This is an optimization exercise on Yosys and OpenROAD, whose aim is small area and a short achievable clock period, not a production implementation.
RTL that was checked went through simulation tests only; none was proved equivalent to the original.

==> fjord <==
// ycbcr_rgb_color_convert
module ycbcr_rgb_color_convert
(
	input  logic                  clk,
	input  logic                  arst_n,
	input  logic                  start,
	output logic                  busy,
	input  logic [COMP_W-1:0]     comp0,
	input  logic [COMP_W-1:0]     comp1,
	input  logic [COMP_W-1:0]     comp2,
	input  logic                  frame_end,
	output logic                  done,
	output logic [COMP_W-1:0]     out0,
	output logic [COMP_W-1:0]     out1,
	output logic [COMP_W-1:0]     out2,
	output logic                  last_pixel,
	input  logic                  cfg_wr_en,
	input  logic [CFG_IDX_W-1:0]  cfg_index,
	input  logic [CFG_DATA_W-1:0] cfg_data
);
Settings: LEC_CHECK=0, CAP_MARGIN=20, CORE_MARGIN=2, CORE_UTILIZATION=40, SETUP_SLACK_MARGIN=3.5, SLEW_MARGIN=20, SYNTH_HIERARCHICAL=1; clock period 6.5 ns.
run.sh (not shown) runs the stock make flow with config.mk's settings and CLKGATE_MAP_FILE= SYNTH_SCRIPT=/design/flow/synth_recipe.tcl, a recipe that flattens the netlist after the stock synthesis.
==> xenon (differences from fjord) <==
- CTS_BUF_LIST: default -> sky130_fd_sc_hd__clkbuf_4 sky130_fd_sc_hd__clkbuf_8
==> indigo (differences from fjord) <==
- SETUP_SLACK_MARGIN: 3.5 -> 3.8
==> summary of the runs <==
- fjord went through all stages and came out clean. xenon ran to the end with no violations. indigo finished clean.
- Of xenon and indigo, xenon has the higher worst hold slack (gap 0.011 ns).
- Utilization: indigo > fjord > xenon.
- Against xenon, the register-to-register slack of indigo is higher by 0.14 ns.
- The lowest cell count belongs to fjord, the highest to indigo.
- Global-route usage: indigo > fjord > xenon.

* * *

==> run a <==
ycbcr_rgb_color_convert, a different RTL version from the one above (not shown whole).
Design ycbcr_rgb_color_convert, start of the top module:
module ycbcr_rgb_color_convert
(
	input  logic                  clk,
	input  logic                  arst_n,
	input  logic                  start,
	output logic                  busy,
	input  logic [COMP_W-1:0]     comp0,
	input  logic [COMP_W-1:0]     comp1,
	input  logic [COMP_W-1:0]     comp2,
	input  logic                  frame_end,
	output logic                  done,
	output logic [COMP_W-1:0]     out0,
	output logic [COMP_W-1:0]     out1,
	output logic [COMP_W-1:0]     out2,
	output logic                  last_pixel,
	input  logic                  cfg_wr_en,
	input  logic [CFG_IDX_W-1:0]  cfg_index,
	input  logic [CFG_DATA_W-1:0] cfg_data
);
clock: 6.5 ns
lec_check: 0
cap_margin: 20
core_margin: 2
core_utilization: 50
cts_buf_list: sky130_fd_sc_hd__clkbuf_8
setup_slack_margin: 3.6
slew_margin: 20
synth_hierarchical: 1
standard.sh (not shown) runs the stock make flow with config.mk's settings and CLKGATE_MAP_FILE= SYNTH_SCRIPT=/design/flow/synth_recipe.tcl, a recipe that flattens the netlist after the stock synthesis.
==> flow/flow/run.sh <==
#!/bin/bash
# Layout flow: the standard ORFS flow (standard.sh, unchanged synthesis), with plain buffers
# (buf_1) instead of the default delay-cell buffers on the input and output ports. Each tool's
# full output is kept: ORFS's per-step logs under orfs/logs/, and make's own output in
# flow_make.log in this folder.
set -euo pipefail
bash standard.sh "BUFFER_PORTS_ARGS=-buffer_cell sky130_fd_sc_hd__buf_1" finish > flow_make.log 2>&1
test -s out/final.def
==> run b (differences from run a) <==
--- a/flow/config.mk
+++ b/flow/config.mk
@@ -8,7 +8,7 @@
 export CAP_MARGIN = 20
 export CORE_MARGIN = 2
-export CORE_UTILIZATION = 50
+export CORE_UTILIZATION = 40
 export CTS_BUF_LIST = sky130_fd_sc_hd__clkbuf_8
-export SETUP_SLACK_MARGIN = 3.6
+export SETUP_SLACK_MARGIN = 3.5
 export SLEW_MARGIN = 20
 export SYNTH_HIERARCHICAL = 1
==> run c (differences from run a) <==
--- a/flow/config.mk
+++ b/flow/config.mk
@@ -8,5 +8,5 @@
 export CAP_MARGIN = 20
 export CORE_MARGIN = 2
-export CORE_UTILIZATION = 50
+export CORE_UTILIZATION = 30
 export CTS_BUF_LIST = sky130_fd_sc_hd__clkbuf_8
 export SETUP_SLACK_MARGIN = 3.6
==> metrics.log <==
INFO  metric finish.net_count = 1677
INFO  metric period_minus_slack = 2.885 ns
INFO  metric numPlacedInstances = 1645
INFO  metric final_cell_mix = sky130_fd_sc_hd__fa_1 (169), sky130_fd_sc_hd__dfxtp_1 (138), sky130_fd_sc_hd__nand2_1 (116)
INFO  metric run_status = complete, no violations
INFO  metric post_cts.repair.setup_buffers = 10
INFO  metric met2_length = 14790 µm
INFO  metric crit-reg2reg-launch = x1_1[1]$_DFF_P_
INFO  metric met1_usage = 0.3397
INFO  metric grt_antenna_before_repair = 0
INFO  metric worst_case_register_to_register_setup_slack = 3.62 ns
That was run a.
==> metrics.log <==
INFO  metric grt_antenna_before_repair = 0
INFO  metric period_minus_slack = 2.919 ns
INFO  metric finish.instance_area = 0.01476 mm²
INFO  metric rr_endpoint = u_ch0.r0_q[5]$_DFF_P_
INFO  metric finish.net_count = 1692
INFO  metric crit-reg2reg-launch = u_ch0.u_dsel0.q$_DFF_P_
INFO  metric numPlacedInstances = 1753
INFO  metric met2_length = 15710 µm
INFO  metric run_status = complete, no violations
INFO  metric final_cell_mix = sky130_fd_sc_hd__fa_1 (171), sky130_fd_sc_hd__dfxtp_1 (141), sky130_fd_sc_hd__nand2_1 (117)
That was run b.
==> metrics.log <==
INFO  metric run_status = complete, no violations
INFO  metric met1_usage = 0.2042
INFO  metric crit-reg2reg-launch = u_ch0.u_dsel0.q$_DFF_P_
INFO  metric grt_antenna_before_repair = 1
INFO  metric finish.net_count = 1690
INFO  metric met2_length = 16880 µm
INFO  metric post_cts.repair.setup_buffers = 13
INFO  metric numPlacedInstances = 1899
INFO  metric period_minus_slack = 2.880 ns
That was run c.

* * *

==> job 2462: inputs <==
ycbcr_rgb_color_convert, a different RTL version from the one above (not shown whole).
Settings: LEC_CHECK=0, CAP_MARGIN=20, CORE_MARGIN=2, CORE_UTILIZATION=40, SLEW_MARGIN=20, SYNTH_HIERARCHICAL=1; clock period 6.5 ns.
run.sh (not shown) runs the stock make flow with config.mk's settings and CLKGATE_MAP_FILE= SYNTH_SCRIPT=/design/flow/synth_recipe.tcl, a recipe that flattens the netlist after the stock synthesis.
Stock flow here: none of the scripts above is used.
==> job 9902: changes against job 2462 <==
--- a/flow/design.v
+++ b/flow/design.v
@@ -5,30 +5,34 @@
 endpackage
 module ycc_sat (
 	input  logic [9:0] t,
 	output logic [7:0] y
 );
 	assign y = t[9] ? 8'hff : (t[8] ? t[7:0] : 8'h00);
 endmodule
 module ycc_mac (
+	input  logic       clk,
 	input  logic       dir,
 	input  logic [7:0] x0,
 	input  logic [7:0] x1,
 	input  logic [7:0] x2,
 	output logic [7:0] o0,
 	output logic [7:0] o1,
 	output logic [7:0] o2
 );
 	logic [7:0] nx0, nx1, nx2;
 	logic [25:0] a0, b0;
+	logic [25:0] a0_q, b0_q;
 	logic [25:0] t0;
 	logic [24:0] a1, b1;
+	logic [24:0] a1_q, b1_q;
 	logic [24:0] t1;
 	logic [21:0] a2, b2;
+	logic [21:0] a2_q, b2_q;
 	logic [21:0] t2;
 	assign nx0 = ~x0;
 	assign nx1 = ~x1;
 	assign nx2 = ~x2;
 	logic p0_1;
 	logic p0_2;
 	logic p0_3;
 	logic p0_4;
@@ -1900,21 +1904,169 @@
 	ycc_fa u_s2_1094 (.a(c2_1017), .b(s2_1054), .c(c2_1053), .s(s2_1094), .co(c2_1095));
 	ycc_fa u_s2_1096 (.a(s2_1056), .b(c2_1055), .c(~dir), .s(s2_1096), .co(c2_1097));
 	ycc_fa u_s2_1098 (.a(c2_1023), .b(s2_1058), .c(c2_1057), .s(s2_1098), .co(c2_1099));
 	ycc_fa u_s2_1100 (.a(c2_1025), .b(s2_1060), .c(c2_1059), .s(s2_1100), .co(c2_1101));
 	ycc_fa u_s2_1102 (.a(c2_1027), .b(s2_1062), .c(c2_1061), .s(s2_1102), .co(c2_1103));
 	ycc_fa u_s2_1104 (.a(p2_873), .b(c2_1063), .c(~dir), .s(s2_1104), .co(c2_1105));
 	assign a2 = {~dir, s2_1104, s2_1102, s2_1100, s2_1098, s2_1096, s2_1094, s2_1092, s2_1090, s2_1088, s2_1086, s2_1084, s2_1082, s2_1080, s2_1078, s2_1076, s2_1074, s2_1072, s2_1070, s2_1068, s2_1066, dir};
 	assign b2 = {c2_1105, c2_1103, c2_1101, c2_1099, c2_1097, c2_1095, c2_1093, c2_1091, c2_1089, c2_1087, c2_1085, c2_1083, c2_1081, c2_1079, c2_1077, c2_1075, c2_1073, c2_1071, c2_1069, c2_1067, c2_1065, s2_1064};
-	assign t0 = a0 + b0;
+	always_ff @(posedge clk) begin
+		a0_q[0] <= a0[0];
+		a0_q[1] <= a0[1];
+		a0_q[2] <= a0[2];
+		a0_q[3] <= a0[3];
+		a0_q[4] <= a0[4];
+		a0_q[5] <= a0[5];
+		a0_q[6] <= a0[6];
+		a0_q[7] <= a0[7];
+		a0_q[8] <= a0[8];
+		a0_q[9] <= a0[9];
+		a0_q[10] <= a0[10];
+		a0_q[11] <= a0[11];
+		a0_q[12] <= a0[12];
+		a0_q[13] <= a0[13];
+		a0_q[14] <= a0[14];
+		a0_q[15] <= a0[15];
+		a0_q[16] <= a0[16];
+		a0_q[17] <= a0[17];
+		a0_q[18] <= a0[18];
+		a0_q[19] <= a0[19];
+		a0_q[20] <= a0[20];
+		a0_q[21] <= a0[21];
+		a0_q[22] <= a0[22];
+		a0_q[23] <= a0[23];
+		a0_q[24] <= a0[24];
+		a0_q[25] <= a0[25];
+		b0_q[0] <= b0[0];
+		b0_q[1] <= b0[1];
+		b0_q[2] <= b0[2];
+		b0_q[3] <= b0[3];
+		b0_q[4] <= b0[4];
+		b0_q[5] <= b0[5];
+		b0_q[6] <= b0[6];
+		b0_q[7] <= b0[7];
+		b0_q[8] <= b0[8];
+		b0_q[9] <= b0[9];
+		b0_q[10] <= b0[10];
+		b0_q[11] <= b0[11];
+		b0_q[12] <= b0[12];
+		b0_q[13] <= b0[13];
+		b0_q[14] <= b0[14];
+		b0_q[15] <= b0[15];
+		b0_q[16] <= b0[16];
+		b0_q[17] <= b0[17];
+		b0_q[18] <= b0[18];
+		b0_q[19] <= b0[19];
+		b0_q[20] <= b0[20];
+		b0_q[21] <= b0[21];
+		b0_q[22] <= b0[22];
+		b0_q[23] <= b0[23];
+		b0_q[24] <= b0[24];
+		b0_q[25] <= b0[25];
+		a1_q[0] <= a1[0];
+		a1_q[1] <= a1[1];
+		a1_q[2] <= a1[2];
+		a1_q[3] <= a1[3];
+		a1_q[4] <= a1[4];
+		a1_q[5] <= a1[5];
+		a1_q[6] <= a1[6];
+		a1_q[7] <= a1[7];
+		a1_q[8] <= a1[8];
+		a1_q[9] <= a1[9];
+		a1_q[10] <= a1[10];
+		a1_q[11] <= a1[11];
+		a1_q[12] <= a1[12];
+		a1_q[13] <= a1[13];
+		a1_q[14] <= a1[14];
+		a1_q[15] <= a1[15];
+		a1_q[16] <= a1[16];
+		a1_q[17] <= a1[17];
+		a1_q[18] <= a1[18];
+		a1_q[19] <= a1[19];
+		a1_q[20] <= a1[20];
+		a1_q[21] <= a1[21];
+		a1_q[22] <= a1[22];
+		a1_q[23] <= a1[23];
+		b1_q[0] <= b1[0];
+		b1_q[1] <= b1[1];
+		b1_q[2] <= b1[2];
+		b1_q[3] <= b1[3];
+		b1_q[4] <= b1[4];
+		b1_q[5] <= b1[5];
+		b1_q[6] <= b1[6];
+		b1_q[7] <= b1[7];
+		b1_q[8] <= b1[8];
+		b1_q[9] <= b1[9];
+		b1_q[10] <= b1[10];
+		b1_q[11] <= b1[11];
+		b1_q[12] <= b1[12];
+		b1_q[13] <= b1[13];
+		b1_q[14] <= b1[14];
+		b1_q[15] <= b1[15];
+		b1_q[16] <= b1[16];
+		b1_q[17] <= b1[17];
+		b1_q[18] <= b1[18];
+		b1_q[19] <= b1[19];
+		b1_q[20] <= b1[20];
+		b1_q[21] <= b1[21];
+		b1_q[22] <= b1[22];
+		b1_q[23] <= b1[23];
+		a2_q[0] <= a2[0];
+		a2_q[1] <= a2[1];
+		a2_q[2] <= a2[2];
+		a2_q[3] <= a2[3];
+		a2_q[4] <= a2[4];
+		a2_q[5] <= a2[5];
+		a2_q[6] <= a2[6];
+		a2_q[7] <= a2[7];
+		a2_q[8] <= a2[8];
+		a2_q[9] <= a2[9];
+		a2_q[10] <= a2[10];
+		a2_q[11] <= a2[11];
+		a2_q[12] <= a2[12];
+		a2_q[13] <= a2[13];
+		a2_q[14] <= a2[14];
+		a2_q[15] <= a2[15];
+		a2_q[16] <= a2[16];
+		a2_q[17] <= a2[17];
+		a2_q[18] <= a2[18];
+		a2_q[19] <= a2[19];
+		a2_q[20] <= a2[20];
+		a2_q[21] <= a2[21];
+		b2_q[0] <= b2[0];
+		b2_q[1] <= b2[1];
+		b2_q[2] <= b2[2];
+		b2_q[3] <= b2[3];
+		b2_q[4] <= b2[4];
+		b2_q[5] <= b2[5];
+		b2_q[6] <= b2[6];
+		b2_q[7] <= b2[7];
+		b2_q[8] <= b2[8];
+		b2_q[9] <= b2[9];
+		b2_q[10] <= b2[10];
+		b2_q[11] <= b2[11];
+		b2_q[12] <= b2[12];
+		b2_q[13] <= b2[13];
+		b2_q[14] <= b2[14];
+		b2_q[15] <= b2[15];
+		b2_q[16] <= b2[16];
+		b2_q[17] <= b2[17];
+		b2_q[18] <= b2[18];
+		b2_q[19] <= b2[19];
+		b2_q[20] <= b2[20];
+		b2_q[21] <= b2[21];
+	end
+	assign a1_q[24] = 1'b0;
+	assign b1_q[24] = 1'b0;
+	assign t0 = a0_q + b0_q;
 	ycc_sat u_sat0 (.t(t0[25:16]), .y(o0));
-	assign t1 = a1 + b1;
+	assign t1 = a1_q + b1_q;
 	ycc_sat u_sat1 (.t(t1[24:15]), .y(o1));
-	assign t2 = a2 + b2;
+	assign t2 = a2_q + b2_q;
 	ycc_sat u_sat2 (.t(t2[21:12]), .y(o2));
 endmodule
 module ycc_fa (input logic a, b, c, output logic s, co);
 	assign s  = a ^ b ^ c;
 	assign co = (a & b) | (a & c) | (b & c);
 endmodule
 module ycc_ha (input logic a, b, output logic s, co);
 	assign s  = a ^ b;
@@ -1942,16 +2094,17 @@
 );
 	logic       dir_q, swap_q;
 	logic [8:0] ofs_q;
 	logic [9:0] ysum;
 	logic [7:0] y;
 	logic       v1, l1, s1, d1;
 	logic [7:0] x0_1, x1_1, x2_1;
 	logic [7:0] o0, o1, o2;
+	logic       v2, l2, s2;
 	assign busy = 1'b0;
 	always_ff @(posedge clk or negedge arst_n) begin
 		if (!arst_n) begin
 			dir_q  <= 1'b0;
 			ofs_q  <= '0;
 			swap_q <= 1'b0;
 		end else if (cfg_wr_en) begin
 			case (cfg_index)
@@ -1962,30 +2115,36 @@
 			endcase
 		end
 	end
 	assign ysum = {2'b00, comp0} + {ofs_q[8], ofs_q};
 	assign y = ysum[9] ? 8'h00 : (ysum[8] ? 8'hff : ysum[7:0]);
 	always_ff @(posedge clk or negedge arst_n) begin
 		if (!arst_n) begin
 			v1 <= 1'b0;
+			v2 <= 1'b0;
 			done <= 1'b0;
 		end else begin
 			v1 <= start;
-			done <= v1;
+			v2 <= v1;
+			done <= v2;
 		end
 	end
 	always_ff @(posedge clk) begin
 		l1   <= frame_end;
 		s1   <= swap_q & ~dir_q;
 		d1   <= dir_q;
 		x0_1 <= dir_q ? comp0 : y;
 		x1_1 <= comp1;
 		x2_1 <= comp2;
 	end
-	ycc_mac u_mac (.dir(d1), .x0(x0_1), .x1(x1_1), .x2(x2_1), .o0(o0), .o1(o1), .o2(o2));
+	ycc_mac u_mac (.clk(clk), .dir(d1), .x0(x0_1), .x1(x1_1), .x2(x2_1), .o0(o0), .o1(o1), .o2(o2));
+	always_ff @(posedge clk) begin
+		l2 <= l1;
+		s2 <= s1;
+	end
 	always_ff @(posedge clk) begin
-		last_pixel <= l1;
+		last_pixel <= l2;
 		out0 <= o0;
-		out1 <= s1 ? o2 : o1;
-		out2 <= s1 ? o1 : o2;
+		out1 <= s2 ? o2 : o1;
+		out2 <= s2 ? o1 : o2;
 	end
 endmodule
==> out/metrics.csv <==
metric;value;unit
non-filler instance count after layout;1893;
Post-Route WL;41.9;mm
Mapped Area;15700;sq um
GP Congestion;0.992;
Clock Skews;28.2;ps
top cells by area, synth;fa_1, dfxtp_1, ha_1, nor2_1, dfrtp_1;
fin crit period;4930;ps
largest net degree at the start of global routing;59;
number of global-route vias before repair;11200;
outcome;timing/DRC/antenna clean;
[end of results for job 9902]
==> out/metrics.csv <==
metric;value;unit
non-filler instance count after layout;1738;
GP Congestion;0.974;
fin crit period;6140;ps
top cells by area, synth;fa_1, ha_1, dfxtp_1, nor2_1, a21o_1;
largest net degree at the start of global routing;78;
Clock Skews;21.5;ps
Post-Route WL;38.8;mm
outcome;timing/DRC/antenna clean;
[end of results for job 2462]
No run of this note included a check of the RTL's function; only the layout flow was run.

## separate check: timing with driven ports
No port has a modelled driver above. Below, the same layouts with a new extraction and two added sets of constraints.
Step 1: set_driving_cell puts a clkbuf_16 on clk and a buf_2 on each other input, an assumption about the parent block.
Step 2 moves the port delays by t, midway between the first and last clock arrival at a register: inputs arrive t later, outputs are due t later. That takes back most of the time a late clock gives input paths.
Slacks: no drivers / after step 1 / after step 2; pairs: no drivers / after step 1.
| run | t (ns) | slack for setup (ns) | slew at the worst register clock pin (ns) | worst slew at a driven data input, ns | pins driven straight from the clock port |
|---|---|---|---|---|---|
| fjord | 0.484 | 3.528 / 3.551 / 3.072 | 0.08 / 0.08 | 0.05 | 1 |
| xenon | 0.519 | 3.549 / 3.549 / 3.062 | 0.11 / 0.11 | 0.05 | 1 |
| indigo | 0.491 | 3.687 / 3.687 / 3.309 | 0.09 / 0.09 | 0.05 | 1 |
| run a | 0.504 | 3.615 / 3.615 / 3.226 | 0.12 / 0.12 | 0.04 | 1 |
| run b | 0.520 | 3.581 / 3.581 / 3.248 | 0.11 / 0.11 | 0.05 | 1 |
| run c | 0.549 | 3.620 / 3.620 / 3.231 | 0.12 / 0.12 | 0.07 | 1 |
| job 2462 | 0.404 | 0.362 / 0.362 / 0.362 | 0.08 / 0.08 | 0.04 | 1 |
| job 9902 | 0.594 | 1.567 / 1.567 / 1.567 | 0.07 / 0.07 | 0.04 | 1 |
After both steps setup and hold are still met in every run listed. The setup slack of xenon, which loses most, moves by 0.000 ns with the drivers and by -0.487 ns with both steps.
